What follows belongs to an exercise in optimizing a design on an open flow for small area, a short achievable clock period and few clock cycles per item; a production flow would make more cautious choices. Where RTL was checked, it was by simulation tests only, not by an equivalence proof against the original. No activity file was given, so power comes from the tool's default toggle rates.

## JK
// mmacc_main
module mmacc_main (
  input  wire logic        clk,
  input  wire logic        s_rst_n,
  input  wire logic        ld_en_i,
  input  wire logic [4:0]  ld_add_i,
  input  wire logic [15:0] ld_data_i,
  input  wire logic        cmd_avail_i,
  input  wire logic [1:0]  cmd_slot_i,
  input  wire logic [2:0]  cmd_rot_i,
  input  wire logic        res_avail_i,
  input  wire logic [15:0] res_i,
  output logic             cmd_enquiry_o,
  output logic             feed_vld_o,
  output logic [15:0]      feed_data_o,
  output logic             feed_sop_o,
  output logic             feed_eop_o,
  output logic             sxt_vld_o,
  output logic [15:0]      sxt_data_o,
  output logic             sxt_last_o,
  output logic [1:0]       sxt_slot_o,
  output logic             done_o,
  output logic [1:0]       done_slot_o,
  output logic [3:0]       error_o
);
Settings: LEC_CHECK=0, CAP_MARGIN=20, CORE_MARGIN=2, CORE_UTILIZATION=40, CTS_CLUSTER_DIAMETER=80, CTS_CLUSTER_SIZE=24, SETUP_SLACK_MARGIN=2.5, SLEW_MARGIN=20; clock period 5.0 ns.
run.sh (not shown) runs the stock make flow with config.mk's settings and CLKGATE_MAP_FILE= SYNTH_SCRIPT=/design/flow/synth_recipe.tcl, a recipe that flattens the netlist after the stock synthesis.
The final layout from JK, which completed every stage, passed the timing, DRC and antenna checks at the end of the flow.
## Diff of input files: MS against JK
# JK
export LEC_CHECK = 0
export CAP_MARGIN = 20
export CORE_MARGIN = 2
export CORE_UTILIZATION = 40
export CTS_CLUSTER_DIAMETER = 80
export CTS_CLUSTER_SIZE = 24
export SETUP_SLACK_MARGIN = 2.5
export SLEW_MARGIN = 20
create_clock -name core_clock -period 5.0 [get_ports {clk}]
# MS
export LEC_CHECK = 0
export CAP_MARGIN = 20
export CORE_MARGIN = 2
export CORE_UTILIZATION = 40
export CTS_CLUSTER_DIAMETER = 80
export CTS_CLUSTER_SIZE = 24
export SETUP_SLACK_MARGIN = 2.8
export SLEW_MARGIN = 20
create_clock -name core_clock -period 5.0 [get_ports {clk}]
## What came out
Every stage of the flow completed for JK, and the final layout passed the timing, DRC and antenna checks.
Both conditions hold for MS: the flow ran to the end and the final layout passed the timing, DRC and antenna checks.
Of MS and JK, MS shows the higher maximum frequency, with JK below it.
On internal power contribution, the lower figure sits with JK, not MS.
Higher sequential portion of the cell area was reported by JK, not MS.
Global-route total usage across every layer: lower on JK
Min power share of the clock group across MS and JK: MS
The detailed-route wire length in MS was higher than what JK gave.
No run of this note included a check of the RTL's function; only the layout flow was run.

---

## lane 1
Another version of the RTL of mmacc_main (not shown whole).
For scale: about 2200 cells after synthesis, ~730 flip-flops.
clock: 5.0 ns
lec_check: 0
cap_margin: 20
core_margin: 2
core_utilization: 40
cts_cluster_diameter: 100
cts_cluster_size: 30
setup_slack_margin: 2.5
slew_margin: 20
Testbench counts of lane 1, summed over its fixed seeds: cycles 2,958, items 256.
Changes in lane 2 relative to lane 1:
- CTS_CLUSTER_SIZE no longer set, was 30
- CTS_CLUSTER_DIAMETER no longer set, was 100
Summary of lane 2 over lane 1: via count now sits higher, clock network area share now sits higher.
Lane 2 vs. lane 1: final design instance area without fill went up by 1600 µm².
[compare] base=lane 1 new=lane 2: met3 wire length moved up; worst ir drop on vdd dropped about 16%; power climbed about 15%.
#### Input delta (lane 3 over lane 2)
- swapping 40 for 60 in CORE_UTILIZATION
--- outcome ---
- [compare] base=lane 2 new=lane 3: critical path buffer and inverter count decreased 1; total power saw a decrease; final cell utilization of the core went up by 24 points.
- Lane 3 against lane 2: instance count along the most critical hold path lower, post-placement cell area lower, relative area change from synthesis to final layout lower, number of rows in the core area lower.
The inputs of lane 4 differ from those of lane 3 as listed below.
- CORE_UTILIZATION: 60 -> 40
- SETUP_SLACK_MARGIN: 2.5 -> 2.3
Notes after the runs:
In the metrics for lane 4 and lane 3, the one carrying the lower area growth from synthesis to layout is lane 4. Detailed route wirelength on metal2: lane 4 higher than lane 3. Post-route minimum period ended up 93 ps higher on lane 4 than on lane 3.
#### Input delta (lane 5 over lane 4)
- CTS_CLUSTER_DIAMETER newly set to 100
- CTS_CLUSTER_SIZE newly set to 28
- SETUP_SLACK_MARGIN changed from 2.3 to 2.5
- PLACE_DENSITY newly set to 0.7
[summary]
Utilization lane 4 -> lane 5: down
Highest fanout seen on the critical path in lane 5 is 2 lower than in lane 4
Status: number of nets at the end of the flow parity (lane 4, lane 5)
Post-route fraction of the period consumed by the critical path down 1.5 points in lane 5 wrt lane 4
Shortest period the worst path allows ends up lower on lane 5.
First-pass GRT wire length, lane 4 and lane 5: smaller value in lane 5
[lane 5] first-iteration DRC count rose 379 relative to lane 4
On lane 5: routed wire length is 2.0% lower than what lane 4 gave.
Lane 5 went all the way through synthesis, placement and routing and the layout is clean on timing, DRC and antenna.
Lane 5 vs lane 4 — via count climbed by a few percent
Lane 5 vs lane 4 — cell count dropped 1.3%.

---

mmacc_main again, from the RTL that the note above started with.
clock: 5.0 ns
lec_check: 0
cap_margin: 10
core_margin: 2
core_utilization: 40
cts_cluster_diameter: 100
cts_cluster_size: 28
setup_slack_margin: 2.5
slew_margin: 10
Testbench counts at the start, summed over its fixed seeds: cycles 2,958, items 256.
==> next run, changes <==
CAP_MARGIN = 20   (was 10)
CTS_CLUSTER_DIAMETER = not set   (was 100)
CTS_CLUSTER_SIZE = not set   (was 28)
SETUP_SLACK_MARGIN = 2.8   (was 2.5)
SLEW_MARGIN = 20   (was 10)
What happened:
- The changed run ran to the end with no violations
- hold slack loses 0.018 ns
- clock power is higher by 82%
- via count is higher by 4.5%
- power is higher by 20%
- cell area is higher by 9.8%
- setup slack loses 0.064 ns
- core utilization is higher by 4.5 points
==> next run, changes <==
CTS_CLUSTER_DIAMETER = 60   (was not set)
CTS_CLUSTER_SIZE = 30   (was not set)
SETUP_SLACK_MARGIN = 2.5   (was 2.8)
Non-clock buffer count shrinks by 66; power shrinks by 10%; sequential share of layout area grows by 3.8 points; synthesized cell count does not change; count of clock-buffer cells in the layout shrinks by 52.
==> next run, changes <==
CTS_CLUSTER_DIAMETER = 100   (was 60)
CTS_CLUSTER_SIZE = 28   (was 30)
The new run went through all stages and came out clean.
Area after synthesis is unchanged.
Worst setup slack improves by 0.024 ns.
Utilization shrinks by 1.1 points.
First-iteration DRC count is higher slightly.
Clock skew drops by 0.015 ns.
Cell count falls slightly.
Via count came out lower slightly.
Clock power shrinks by a quarter to a third.

afterwards: timing with drivers on the ports:
No port has a modelled driver above. Below, the same layouts with a new extraction and two added sets of constraints.
Step 1, drivers: a clkbuf_16 drives clk and a buf_2 each remaining input, both assumed.
Step 2 adds t to the input delays and takes it off the output delays; t is the mean of the earliest and latest rising clock arrival at the registers after step 1. Input paths then give back, and output paths get back, about the clock's delay inside the block.
Slacks: ideal / step 1 / step 2; pairs: ideal / step 1.
run	shift t [ns]	setup slack, ns	hold WS [ns]	worst setup path at the end	worst slew at a driven data input, ns
JK	0.667	2.437 / 2.465 / 1.806	0.401 / 0.401 / 0.401	input to register	0.07
MS	0.672	2.455 / 2.455 / 1.841	0.393 / 0.393 / 0.393	input to register	0.05
lane 1	0.704	2.490 / 2.445 / 1.818	0.445 / 0.445 / 0.445	input to register	0.05
lane 2	0.667	2.485 / 2.470 / 1.849	0.430 / 0.430 / 0.430	input to register	0.05
lane 3	0.674	2.414 / 2.414 / 1.786	0.429 / 0.429 / 0.429	input to register	0.06
lane 4	0.683	2.321 / 2.296 / 1.718	0.424 / 0.424 / 0.424	input to register	0.06
lane 5	0.714	2.397 / 2.397 / 1.781	0.450 / 0.450 / 0.450	input to register	0.07
the first run of note 3	0.688	2.484 / 2.460 / 1.839	0.444 / 0.444 / 0.444	input to register	0.05
the second run of note 3	0.676	2.421 / 2.421 / 1.879	0.426 / 0.426 / 0.426	input to register	0.07
the third run of note 3	0.675	2.461 / 2.461 / 1.819	0.439 / 0.439 / 0.439	input to register	0.05
the fourth run of note 3	0.688	2.484 / 2.460 / 1.839	0.444 / 0.444 / 0.444	input to register	0.05
After both steps setup and hold are still met in every run listed. For lane 1, which loses most, drivers alone change the setup slack by -0.045 ns; drivers and shift together by -0.672 ns.
